Source: an optimization exercise on an open RTL-to-GDS flow (aim: small area, a short achievable clock period and few clock cycles per item). Production flows keep margins and buffers that such runs may drop. In this exercise RTL edits were held to simulation tests only and were not proved equivalent to the original.

==> flow/design.v, too long to show whole: its modules and the start of the top module <==
// module sqrTop: 14866 lines
module sqrTop
(
   input  logic        clk_sq,
   input  logic        reset_sq,
   input  logic        start,
   input  logic [63:0] sqIn,
   output logic [63:0] sqOut,
   output logic        doneIter
);
  // ...
==> flow/flow/run.sh <==
#!/bin/bash
# Layout flow: the standard ORFS flow (standard.sh), with two changes.
#  1. Synthesis runs the standard flow's own script, except that Yosys's synth skips its
#     early abc pass (-noabc), so extract_fa sees the adders as the RTL
#     writes them.  Registers are unchanged (same names, count and cells).
#  2. The synthesized netlist goes through flow/polarity.py, which removes
#     the inverters left between full adders (flipping self-dual adders and
#     swapping gates for their complements); then the standard flow goes on
#     from floorplan, with repair_timing aiming for extra setup slack.
set -euo pipefail
R=$PWD/orfs/results/$FLOW_PLATFORM/sqrTop/base
sed 's/yosys synth -nofsm -noshare/yosys synth -nofsm -noshare -noabc/' synth_recipe.tcl > noabc_synth.tcl
bash standard.sh SYNTH_SCRIPT=$PWD/noabc_synth.tcl $R/1_2_yosys.v > synth.log 2>&1
cp $R/1_2_yosys.v yosys_netlist.v
python3 flow/polarity.py yosys_netlist.v polarity_netlist.v > polarity.log 2>&1
cp polarity_netlist.v $R/1_2_yosys.v
export SETUP_SLACK_MARGIN=${SETUP_MARGIN:-11}
bash standard.sh SYNTH_SCRIPT=$PWD/noabc_synth.tcl > layout.log 2>&1
==> flow/flow/libfuncs.py <==
import re, itertools, os
LIB = os.path.join(os.environ.get('FLOW_HOME', '/OpenROAD-flow-scripts/flow'),
                   'platforms/sky130hd/lib/sky130_fd_sc_hd__tt_025C_1v80.lib')
def load():
    txt = open(LIB).read()
    cells = {}
    for m in re.finditer(r'\n    cell \("sky130_fd_sc_hd__(\w+)"\) \{', txt):
        start = m.end()
        nxt = txt.find('\n    cell (', start)
        body = txt[start:nxt if nxt > 0 else len(txt)]
        pins = {}
        for pm in re.finditer(r'\n        pin \("(\w+)"\) \{', body):
            seg = body[pm.end():pm.end() + 400000]
            e = re.search(r'\n        pin \(|\n        ff \(|\n        bundle', seg)
            seg2 = seg[:e.start()] if e else seg
            d = re.search(r'direction : "(\w+)"', seg2)
            f = re.search(r'\n            function : "([^"]*)"', seg2)
            pins[pm.group(1)] = (d.group(1) if d else None, f.group(1) if f else None)
        area = re.search(r'\n        area : ([\d.]+)', body)
        cells[m.group(1)] = dict(pins=pins, area=float(area.group(1)) if area else 0, seq=('ff (' in body or 'latch (' in body))
    return cells

def evalf(f, env):
    e = f.replace('!', ' not ').replace('&', ' and ').replace('|', ' or ').replace('^', ' != ')
    e = re.sub(r'\b([A-Z][A-Z0-9_]*)\b', lambda m: 'env["%s"]' % m.group(1), e)
    return bool(eval(e))

def truth(f, ins):
    return tuple(evalf(f, dict(zip(ins, v))) for v in itertools.product([False, True], repeat=len(ins)))
==> flow/standard.sh <==
#!/bin/bash
# synth_recipe.tcl (not shown) runs the flow's synth.tcl, then flattens the netlist and writes it again
# the make line also repeats each setting of config.mk as NAME=value (left out here)
make -C /OpenROAD-flow-scripts/flow DESIGN_CONFIG=/design/flow/config.mk WORK_HOME=/design/flow/orfs CLKGATE_MAP_FILE= SYNTH_SCRIPT=/design/flow/synth_recipe.tcl "${@:-finish}"
==> flow/config.mk <==
export PLATFORM = sky130hd
export DESIGN_NAME = sqrTop
export DESIGN_NICKNAME = sqrTop
export VERILOG_FILES = /design/flow/design.v
export SDC_FILE = /design/flow/constraint.sdc
export NUM_CORES = 4
export LEC_CHECK = 0
export CAP_MARGIN = 20
export CELL_PAD_IN_SITES_DETAIL_PLACEMENT = 1
export CELL_PAD_IN_SITES_GLOBAL_PLACEMENT = 1
export CORE_MARGIN = 2
export CORE_UTILIZATION = 40
export SLEW_MARGIN = 20
export SYNTH_MEMORY_MAX_BITS = 16384
==> flow/constraint.sdc <==
create_clock -name core_clock -period 20.0 [get_ports {clk_sq}]
set_input_delay 4.0000 -clock core_clock [delete_from_list [all_inputs] [get_ports {clk_sq}]]
set_output_delay 4.0000 -clock core_clock [all_outputs]
set_load 0.01 [all_outputs]
Not shown: flow/flow/polarity.py
==> results.sh, run 1 <==
export IMPL_clkTransAtPathRegs_ps=70
export IMPL_grtUsageTotal_pct=43.1
export IMPL_antenna_found_initial=22
export IMPL_crit_fanout=4
export IMPL_syn2layout_area_growth_pct=25.4
export IMPL_diodes=14
export IMPL_netlist_area_um2=65700
export IMPL_numCtsBuffers=9
export IMPL_clock_sinks=66
export IMPL_ctsResizeCount=1056
export IMPL_h_tree_depth=3
export IMPL_outcome="no timing/DRC/antenna violations"
export IMPL_multi_input_area_share_pct=78.4
export IMPL_path_common_cell="fa_2"
export IMPL_period_share_pct=50.2
export IMPL_r2r_slack_ps=9960
export IMPL_grt_pass1_vias=61966
export IMPL_hold_viol=0
export IMPL_start_kind="register"
export IMPL_largest_register="x"
export IMPL_clk_share_pct=0.367
export IMPL_grt_first_pass_wirelength_um=495000
export IMPL_fin_tns_setup_ps=0
export IMPL_grt_most_used_layer="met2"
export IMPL_skew_ps=17.5
export IMPL_slew_viol_final=0
export IMPL_dr_pass1_iters=6
export IMPL_drive_gt1_share_pct=23.5
export IMPL_seq_area_share_pct=1.90
export IMPL_viasPerCell=6.32
Testbench counts, summed over its fixed seeds: cycles 1,664, items 1,536.
==> run 2: changes to the inputs <==
--- a/flow/flow/run.sh
+++ b/flow/flow/run.sh
@@ -14,5 +14,5 @@
 cp $R/1_2_yosys.v yosys_netlist.v
 python3 flow/polarity.py yosys_netlist.v polarity_netlist.v > polarity.log 2>&1
 cp polarity_netlist.v $R/1_2_yosys.v
-export SETUP_SLACK_MARGIN=${SETUP_MARGIN:-11}
+export SETUP_SLACK_MARGIN=${SETUP_MARGIN:-7}
 bash standard.sh SYNTH_SCRIPT=$PWD/noabc_synth.tcl > layout.log 2>&1
==> run 2 against run 1 <==
Against the previous run:
- cell count fell by 7.7%
- fmax is 20% lower
- flip-flop and latch count did not move
- final area is 16% lower
- via count shrank 12%
- area after synthesis stayed put
- clock skew is 2.9 ps lower
==> results.sh, run 2 <==
export IMPL_hold_path_end="running"
export IMPL_portBuffers=131
export IMPL_clkTransAtPathRegs_ps=60
export IMPL_drive_gt1_share_pct=4.31
export IMPL_die_y_um=409
export IMPL_gp_congestion=0.956
export IMPL_largest_reg_flops=64
export IMPL_largest_register="x"
export IMPL_hold_viol=0
export IMPL_critPathKind="reg -> reg"
export IMPL_slowest_stage="dfxtp_2"
export IMPL_grt_first_pass_wirelength_um=414000
export IMPL_wl_um=285000
export IMPL_wl_per_cell_um=35.4
export IMPL_initial_core_util_pct=40.3
export IMPL_vias=48476
export IMPL_post_route_drc_count=0
export IMPL_drtIter0Drc=4716
export IMPL_tritoncts="built"
export IMPL_postLayoutCoreUtil_pct=42.7
export IMPL_r2r_slack_ps=7390
export IMPL_tightestPinTransition_ps=1130
export IMPL_period_share_pct=63.0
export IMPL_max_cap_violations=0
export IMPL_viasPerCell=6.02
export IMPL_largest_registers="x: 64 flops, doneIter: 1 flops, running: 1 flops"
export IMPL_synth_fp_nets=8558
export IMPL_crit_path_end_kind="register"
export IMPL_grtUsageTotal_pct=34.7
export IMPL_slowest_delay_ps=1050
export IMPL_dr_pass1_iters=5
export IMPL_antenna_found_initial=5
export IMPL_start_kind="register"
export IMPL_skew_ps=14.6
export IMPL_critPathRequiredTime_ps=20280
export IMPL_netlist_area_um2=65700
export IMPL_ys_warn_count=1
export IMPL_finalNonFillerCells=8048
export IMPL_grt_pass1_vias=57006
export IMPL_syn_inst=6033
export IMPL_max_slew_margin_rel_pct=24.7
export IMPL_outcome="no timing/DRC/antenna violations"
export IMPL_final_cell_mix="fa_1 (2398), nand2_1 (2083), inv_1 (222), nor2_1 (132), clkdlybuf4s50_1 (131)"
export IMPL_dpl_hpwl_um=208000
export IMPL_hold_depth=2
export IMPL_r2r_cells=27
export IMPL_row_count=148
export IMPL_syn2layout_area_growth_pct=5.79
export IMPL_fmax_ghz=0.0793
export IMPL_h_tree_depth=3
export IMPL_diodes=0
export IMPL_layout_commonest_cell="fa_1"
export IMPL_fin_tns_setup_ps=0
export IMPL_clock_sinks=66
export IMPL_coreArea_um2=163000
export IMPL_r2r_start="x[3]"
export IMPL_hold_buffers=0
export IMPL_hold_start="running"
export IMPL_gr_total_overflow=0
export IMPL_ctsLongestPathBuffers=2
export IMPL_cts_root_buf="clkbuf_16"
export IMPL_r2r_end="x[55]"
export IMPL_path_common_cell="fa_1"
export IMPL_io_pins=132
export IMPL_hp_class="reg -> reg"
export IMPL_dieArea_um2=168000
export IMPL_nNetsFinal=8393
export IMPL_rsz0062_at_grt="no"
export IMPL_cts_setup_buffers=0
export IMPL_period_needed_ps=12610
export IMPL_place_ws_ps=7500
export IMPL_slew_viol_final=0
export IMPL_ctsResizeCount=0
export IMPL_postRouteAntennaNets=0
export IMPL_setup_viol=0
export IMPL_numCtsBuffers=9
export IMPL_crit_fanout=34
export IMPL_placed_cells=8032
export IMPL_final_setup_worst_slack_ps=7390
export IMPL_clk_latency_ps=430
export IMPL_arrival_ps=12890
export IMPL_die_w_um=409
export IMPL_grt_max_degree=66
export IMPL_avgSynthCellArea_um2=10.9
[run 2: how the worst max path moves through the flow]
| stage | from | endpoint | depth (start not counted) |
|---|---|---|---|
| after floorplan | x[63] | x[47] | 27 |
| after global placement | x[3] | x[61] | 26 |
| after detailed placement | x[3] | x[61] | 27 |
| after CTS | x[3] | x[61] | 27 |
| after global routing | x[3] | x[61] | 27 |
| final | x[3] | x[55] | 27 |
[run 2: layout make-up]
cell class                 count  area, um2
fill                       17602      93400
multi-input combinational   5327      62000
tap                         2175       2720
timing repair buffer         242       2180
sequential                    66       1510
inverter                     222        833
clock buffer                  10        229
clock inverter                 6       57.6
[run 2: per-stage QoR]
step,hold WS (ps),area (um2)
after floorplan,587,65700
after global placement,633,69200
after detailed placement,641,69300
after CTS,649,69500
after global routing,710,69500
final,644,69500
[run 2: worst max-delay path, delay by kind of cell, from the launching register on]
kind / cells / cell delay (ps)
xor gates and xnor gates: 2 / 640
DFF: 1 / 1050
AOI/OAI and AO/OA: 6 / 1680
adders and majority gates: 12 / 6020
buffers and inverters: 2 / 1110
and+or+nand+nor: 5 / 1900
[run 2: routing by layer]
metal	global-route usage, %	share of wire (%)	vias to the layer above
met4	16.7	5.7	6
li1	-	-	17698
met3	6.50	9.0	671
met2	53.9	45	2891
met1	47.2	40	27210
met5	0	0.014	-

## what the ideal ports hide
How much do the figures lean on ideal ports? The routed layouts below were timed once more, with nothing changed but the port constraints.
Step 1 (the two cells are an assumption about what drives the block):
set clk [get_ports {clk_sq}]
set_driving_cell -lib_cell sky130_fd_sc_hd__clkbuf_16 $clk
set_driving_cell -lib_cell sky130_fd_sc_hd__buf_2 [delete_from_list [all_inputs] $clk]
Step 2 also shifts input and output timing later by t, the mid clock arrival at the registers, as if the neighbouring blocks saw the same clock.
Slacks: no drivers / after step 1 / after step 2; pairs: no drivers / after step 1.
run	t, ns	slack for setup (ns)	worst register clock-pin slew, ns	pins driven straight from the clock port
run 1	0.506	9.962 / 9.962 / 9.962	0.08 / 0.08	1
run 2	0.492	7.391 / 7.391 / 7.391	0.07 / 0.07	1
After both steps every run listed still meets setup and hold.
